This design comes from an exercise in tuning for small area on the open sky130 flow, not from production work.
In this exercise RTL edits were held to simulation tests only and were not proved equivalent to the original.
No activity file was given, so power comes from the tool's default toggle rates.

==> run Z <==
==> flow/design.v <==
`timescale 1ns/1ns
module frame_deser (
  input  logic         adc_clk,
  input  logic         dcm_reset,
  input  logic [31:0]  adc_in,
  input  logic         adc_sync,
  input  logic         adc_overrange,
  output logic [133:0] frame,
  output logic         frame_valid
);
  localparam int STAGES = 5;
  logic [1:0] slot;
  logic       valid_s1;
  logic       valid_s2;
  always_ff @(posedge adc_clk) begin
    if (dcm_reset) begin
      slot     <= '0;   
      valid_s1 <= 1'b0;
      valid_s2 <= 1'b0;
    end else begin
      slot     <= slot + 1'b1;   
      valid_s1 <= (slot == 2'd3);
      valid_s2 <= valid_s1;
    end
  end
  assign frame_valid = valid_s2;
  logic [31:0] data [STAGES];
  logic        sync [STAGES];
  logic        ovr  [STAGES];
  always_ff @(posedge adc_clk) begin
    data[0] <= adc_in;
    sync[0] <= adc_sync;
    ovr[0]  <= adc_overrange;
    for (int i = 1; i < STAGES; i++) begin
      data[i] <= data[i-1];
      sync[i] <= sync[i-1];
      ovr[i]  <= ovr[i-1];
    end
  end
  always_comb begin
    for (int n = 0; n < 4; n++) begin
      frame[102 + 8*n +: 8] = data[4-n][31:24];
      frame[70  + 8*n +: 8] = data[4-n][23:16];
      frame[38  + 8*n +: 8] = data[4-n][15:8];
      frame[6   + 8*n +: 8] = data[4-n][7:0];
      frame[2 + n]          = sync[4-n];
    end
    frame[0] = ovr[4] | ovr[3];
    frame[1] = ovr[2] | ovr[1];
  end
endmodule
`timescale 1ns/1ns
module frame_fifo (
  input  logic         adc_clk,
  input  logic         dcm_reset,
  input  logic [133:0] frame,
  input  logic         frame_valid,
  output logic [133:0] out_frame,
  output logic         out_valid,
  input  logic         out_ready,
  output logic         overflow
);
  localparam int FRAME_W    = 134;
  localparam int FIFO_DEPTH = 8;   
  logic [FRAME_W-1:0] mem [FIFO_DEPTH];
  logic [2:0]         wr_ptr;
  logic [FIFO_DEPTH-1:0] rd_sel;   
  logic [3:0]         count;   
  logic full;
  logic wr_en;
  logic rd_en;
  assign full      = count[3];
  assign out_valid = (count != '0);
  assign rd_en     = out_valid & out_ready;
  assign wr_en     = frame_valid & (~full | rd_en);
  always_comb begin
    out_frame = '0;
    for (int k = 0; k < FIFO_DEPTH; k++) begin
      out_frame = out_frame | (mem[k] & {FRAME_W{rd_sel[k]}});
    end
  end
  always_ff @(posedge adc_clk) begin
    for (int k = 0; k < FIFO_DEPTH; k++) begin
      if (wr_en && wr_ptr == 3'(k)) begin
        mem[k] <= frame;
      end
    end
  end
  always_ff @(posedge adc_clk) begin
    if (dcm_reset) begin
      wr_ptr <= '0;
      rd_sel <= FIFO_DEPTH'(1);
      count  <= '0;
    end else begin
      if (wr_en) wr_ptr <= wr_ptr + 1'b1;
      if (rd_en) rd_sel <= {rd_sel[FIFO_DEPTH-2:0], rd_sel[FIFO_DEPTH-1]};
      case ({wr_en, rd_en})
        2'b10:   count <= count + 1'b1;
        2'b01:   count <= count - 1'b1;
        default: count <= count;
      endcase
    end
  end
  always_ff @(posedge adc_clk) begin
    if (dcm_reset) begin
      overflow <= 1'b0;
    end else if (frame_valid & ~wr_en) begin
      overflow <= 1'b1;
    end
  end
endmodule
`timescale 1ns/1ns
module adc_capture_top #(
  parameter int EXTRA_REG = 1   
) (
  input  logic         adc_clk,
  input  logic         dcm_reset,
  input  logic [31:0]  adc_in,
  input  logic         adc_sync,
  input  logic         adc_overrange,
  output logic [133:0] out_frame,
  output logic         out_valid,
  input  logic         out_ready,
  output logic         overflow   
);
  logic [133:0] deser_frame;
  logic         deser_valid;   
  frame_deser u_frame_deser (
    .adc_clk       (adc_clk),
    .dcm_reset     (dcm_reset),
    .adc_in        (adc_in),
    .adc_sync      (adc_sync),
    .adc_overrange (adc_overrange),
    .frame         (deser_frame),
    .frame_valid   (deser_valid)
  );
  frame_fifo u_frame_fifo (
    .adc_clk     (adc_clk),
    .dcm_reset   (dcm_reset),
    .frame       (deser_frame),
    .frame_valid (deser_valid),
    .out_frame   (out_frame),
    .out_valid   (out_valid),
    .out_ready   (out_ready),
    .overflow    (overflow)
  );
endmodule
==> flow/flow/run.sh <==
#!/bin/bash
# own flow: the standard layout (standard.sh) with small port buffers
# and a clock tree built from larger sink clusters without dummy loads.
# Each step writes its full output to its own log in the work folder.
set -o pipefail
export BUFFER_PORTS_ARGS="-buffer_cell sky130_fd_sc_hd__buf_1"
export CTS_ARGS="-sink_clustering_enable -repair_clock_nets -dont_use_dummy_load -sink_clustering_size 20 -sink_clustering_max_diameter 60 -buf_list sky130_fd_sc_hd__clkbuf_8"
bash standard.sh synth > synth.log 2>&1 || exit 1
bash standard.sh floorplan > floorplan.log 2>&1 || exit 1
bash standard.sh place > place.log 2>&1 || exit 1
bash standard.sh cts > cts.log 2>&1 || exit 1
bash standard.sh route > route.log 2>&1 || exit 1
bash standard.sh finish > finish.log 2>&1 || exit 1
==> flow/standard.sh <==
#!/bin/bash
# synth_recipe.tcl (not shown) runs the flow's synth.tcl, then flattens the netlist and writes it again
# the make line also repeats each setting of config.mk as NAME=value (left out here)
make -C /OpenROAD-flow-scripts/flow DESIGN_CONFIG=/design/flow/config.mk WORK_HOME=/design/flow/orfs CLKGATE_MAP_FILE= SYNTH_SCRIPT=/design/flow/synth_recipe.tcl "${@:-finish}"
==> flow/config.mk <==
export PLATFORM = sky130hd
export DESIGN_NAME = adc_capture_top
export DESIGN_NICKNAME = adc_capture_top
export VERILOG_FILES = /design/flow/design.v
export SDC_FILE = /design/flow/constraint.sdc
export NUM_CORES = 4
export LEC_CHECK = 0
export CAP_MARGIN = 20
export CORE_MARGIN = 2
export CORE_UTILIZATION = 65
export SLEW_MARGIN = 20
==> flow/constraint.sdc <==
create_clock -name core_clock -period 5.0 [get_ports {adc_clk}]
set_input_delay 1.0000 -clock core_clock [delete_from_list [all_inputs] [get_ports {adc_clk}]]
set_output_delay 1.0000 -clock core_clock [all_outputs]
set_load 0.01 [all_outputs]
==> run C (differences from run Z) <==
--- a/flow/flow/run.sh
+++ b/flow/flow/run.sh
@@ -6,3 +6,3 @@
 export BUFFER_PORTS_ARGS="-buffer_cell sky130_fd_sc_hd__buf_1"
-export CTS_ARGS="-sink_clustering_enable -repair_clock_nets -dont_use_dummy_load -sink_clustering_size 20 -sink_clustering_max_diameter 60 -buf_list sky130_fd_sc_hd__clkbuf_8"
+export CTS_ARGS="-sink_clustering_enable -repair_clock_nets -dont_use_dummy_load -sink_clustering_size 25 -sink_clustering_max_diameter 80"
 bash standard.sh synth > synth.log 2>&1 || exit 1
Settings changed: CORE_UTILIZATION 65 to 40.
==> summary.txt <==
	run Z	run C
Number of well-tap cells placed	855	1,380
Clock Power	4.19 mW	5.03 mW
Proportion of layout cells with a drive suffix above 1	6.566%	5.669%
Non-clock buffer area fraction after layout	2.817%	2.654%
GR met2 Demand/Resource	45.15%	30.35%
Worst-case vdd ir drop	299.8 uV	329.8 uV
Clock tree skew after final layout	62.11 ps	73.07 ps
Core Box Area	64,120 sq um	103,800 sq um
Clock root cell	sky130_fd_sc_hd__clkbuf_8	sky130_fd_sc_hd__clkbuf_16
Pin slew with the least headroom to its limit	1069 ps	1097 ps
Wire length per cell	28.58 um	26.44 um
Proportion of power drawn by flip-flops and latches	72.6%	68.9%
Result of the run	complete, no violations	complete, no violations
CTS Buf Count	75	59
Biggest fanout along the worst timing path	54	45
Internal power summed over all cells	12.90 mW	13.63 mW
Fraction of area in multi-input gates	12.10%	11.83%
All-layer global routing usage	27.40%	17.68%
Non-filler instance count after layout	3,171	3,674
Clock network fraction of design power	26.2%	29.9%
FILL cells	4,050	8,776
Crit path arrival time	2800 ps	2840 ps
Switch share	19.38%	19.11%
X dimension of the die	258.0 um	327.8 um
Total Wirelength	90.62 mm	97.16 mm
DPL Wire Length	46.45 mm	51.05 mm

==> separate check: timing with driven ports <==
In the flow no input, the clock included, has a driving cell. The finished layouts below were timed again as built, in two steps.
Step 1 sets driving cells, clkbuf_16 on the clock port and buf_2 on the other inputs (assumed; they add their load-dependent delay and slew).
Step 2 moves the port delays by t, midway between the first and last clock arrival at a register: inputs arrive t later, outputs are due t later. That takes back most of the time a late clock gives input paths.
Three values: ideal, step 1, step 2; two values: the first two.
run | t (ns) | setup WS [ns] | hold WS [ns] | worst slew at a driven data input, ns
run Z | 0.718 | 1.204 / 1.141 / 1.646 | 0.259 / 0.259 / 0.259 | 0.06
run C | 0.713 | 1.163 / 1.100 / 1.435 | 0.294 / 0.294 / 0.294 | 0.07
After both steps every run listed still meets setup and hold.
